What follows belongs to an exercise in optimizing a design on an open flow for small area, a short achievable clock period and few clock cycles per item; a production flow would make more cautious choices. The RTL was checked by simulation tests, not by an equivalence proof against the original design. Power and IR drop assume default switching activity.

Design best_fit_block_allocator_core, start of the top module:
module best_fit_block_allocator_core #(
  parameter int SLOTS        = bfa_pkg::SLOTS_DEFAULT,
  parameter int ADDRESS_BITS = bfa_pkg::ADDRESS_BITS_DEFAULT
) (
  input  logic                      clk,
  input  logic                      rst,
  input  logic                      cfg_valid,
  output logic                      cfg_ready,
  input  logic [bfa_pkg::CFG_W-1:0] cfg_data,
  input  logic                      in_valid,
  output logic                      in_ready,
  input  logic [37:0]               in_data,
  output logic                      out_valid,
  input  logic                      out_ready,
  output logic [37:0]               out_data
);
  localparam int N = 16;
  logic [16*N-1:0] t_size;
  logic [16*N-1:0] t_start;
  logic [N-1:0] mask;
  logic         w_valid;
  logic         w_load, w_alloc, w_read;
  logic [3:0]   w_slot;
  logic [15:0]  w_ops;
  logic [15:0]  w_opa;
  logic         w_cin;
  ...
export LEC_CHECK = 0
export CAP_MARGIN = 20
export CORE_MARGIN = 2
export CORE_UTILIZATION = 55
export SETUP_SLACK_MARGIN = 3.75
export SLEW_MARGIN = 20
export SYNTH_HIERARCHICAL = 1
export SYNTH_MINIMUM_KEEP_SIZE = 0
export TNS_END_PERCENT = 5
create_clock -name core_clock -period 10.0 [get_ports {clk}]
run.sh (not shown) runs the stock make flow with config.mk's settings and CLKGATE_MAP_FILE= SYNTH_SCRIPT=/design/flow/synth_recipe.tcl, a recipe that flattens the netlist after the stock synthesis.
The baseline passed the timing, DRC and antenna checks.
Testbench counts at the start, summed over its fixed seeds: cycles 6,640, items 6,528.
Rerun with:
--- a/flow/config.mk
+++ b/flow/config.mk
@@ -8,5 +8,5 @@
 export CAP_MARGIN = 20
 export CORE_MARGIN = 2
-export CORE_UTILIZATION = 55
+export CORE_UTILIZATION = 62
 export SETUP_SLACK_MARGIN = 3.75
 export SLEW_MARGIN = 20
Die area falls by 11%.
Sequential cell count is unchanged.
Core utilization rises by 9.2 points.


## v30
Starting RTL as in the previous note.
==> flow/design.v (excerpt) <==
module best_fit_block_allocator_core #(
  parameter int SLOTS        = bfa_pkg::SLOTS_DEFAULT,
  parameter int ADDRESS_BITS = bfa_pkg::ADDRESS_BITS_DEFAULT
) (
  input  logic                      clk,
  input  logic                      rst,
  input  logic                      cfg_valid,
  output logic                      cfg_ready,
  input  logic [bfa_pkg::CFG_W-1:0] cfg_data,
  input  logic                      in_valid,
  output logic                      in_ready,
  input  logic [37:0]               in_data,
  output logic                      out_valid,
  input  logic                      out_ready,
  output logic [37:0]               out_data
);
export LEC_CHECK = 0
export CAP_MARGIN = 20
export CORE_MARGIN = 2
export CORE_UTILIZATION = 50
export SETUP_SLACK_MARGIN = 3.75
export SLEW_MARGIN = 20
export SYNTH_HIERARCHICAL = 1
export SYNTH_MINIMUM_KEEP_SIZE = 0
export TNS_END_PERCENT = 5
create_clock -name core_clock -period 10.0 [get_ports {clk}]
v30 closes out successfully: all stages finished, all timing, DRC and antenna checks passed.
Testbench counts of v30, summed over its fixed seeds: cycles 6,640, items 6,528.
Edits applied to the flow inputs when going from v30 to v40:
--- a/flow/config.mk
+++ b/flow/config.mk
@@ -10,2 +10,2 @@
-export CORE_UTILIZATION = 50
-export SETUP_SLACK_MARGIN = 3.75
+export CORE_UTILIZATION = 55
+export SETUP_SLACK_MARGIN = 4.5
==> notes.md <==
- Between v40 and v30, it is v40 whose placed cell count is lower, by 136.
- What v30 reported for non-clock buffer count has to be multiplied by 1.15 to get the figure for v40.
- Compared with v30, in v40 final critical-path share of the clock period went down, global-route wire length before repair went up, cell-internal power went up.
- Compared with v30, via count of the first global-routing pass in v40 increased by a few percent.
- Against v30 as the reference, v40 delivers a higher global-route usage.
- The share of total power in combinational logic reported for v40 is greater than that of v30 by 2.8 points.
> inputs changed (v40 -> v59)
--- a/flow/config.mk
+++ b/flow/config.mk
@@ -11 +11 @@
-export SETUP_SLACK_MARGIN = 4.5
+export SETUP_SLACK_MARGIN = 4.0
### Flow results
Global routing usage on met2: v40 and v59 compared, higher one is v59. In the reports for v40 and v59, the smaller area of placed instances belongs to v40. Re fraction of area in registers: v59 is 0.19 points up on v40. Diff v40 -> v59: power consumed by the clock network climbed about 2%; post-route clock period utilization dropped 0.81 points; time the final worst path needs with I/O delays and setup dropped 81 ps; final cell count barely changed; worst voltage drop across the vdd grid climbed 0.000057 V. Initial antenna violation count ended up 2 higher on v59 than on v40. The count of clock-buffer cells in the layout number comes out higher for v40 vs v59. The setup slack of v59 is larger than that of v40.

-- separate check: timing with driven ports --
In the flow no input, the clock included, has a driving cell. The finished layouts below were timed again as built, in two steps.
Step 1 (the two cells are an assumption about what drives the block):
set clk [get_ports {clk}]
set_driving_cell -lib_cell sky130_fd_sc_hd__clkbuf_16 $clk
set_driving_cell -lib_cell sky130_fd_sc_hd__buf_2 [delete_from_list [all_inputs] $clk]
Step 2, shift: input delay + t, output delay - t, t = (earliest + latest rising clock arrival at the registers) / 2. This alone moves slack from input paths to output paths.
Slacks: ideal / step 1 / step 2; pairs: ideal / step 1.
run | shift t [ns] | setup WS [ns] | hold slack, ns | worst setup path after step 2 | worst slew at a driven data input, ns
the first run of note 1 | 0.754 | 3.651 / 3.651 / 3.651 | 0.475 / 0.475 / 0.475 | register to register | 0.11
the second run of note 1 | 0.774 | 3.553 / 3.553 / 3.553 | 0.477 / 0.477 / 0.477 | register to register | 0.06
v30 | 0.757 | 3.677 / 3.677 / 3.677 | 0.474 / 0.474 / 0.474 | register to register | 0.07
v40 | 0.766 | 3.738 / 3.738 / 3.738 | 0.478 / 0.478 / 0.478 | register to register | 0.04
v59 | 0.772 | 3.819 / 3.819 / 3.819 | 0.477 / 0.477 / 0.477 | register to register | 0.07
After both steps setup and hold are still met in every run listed.
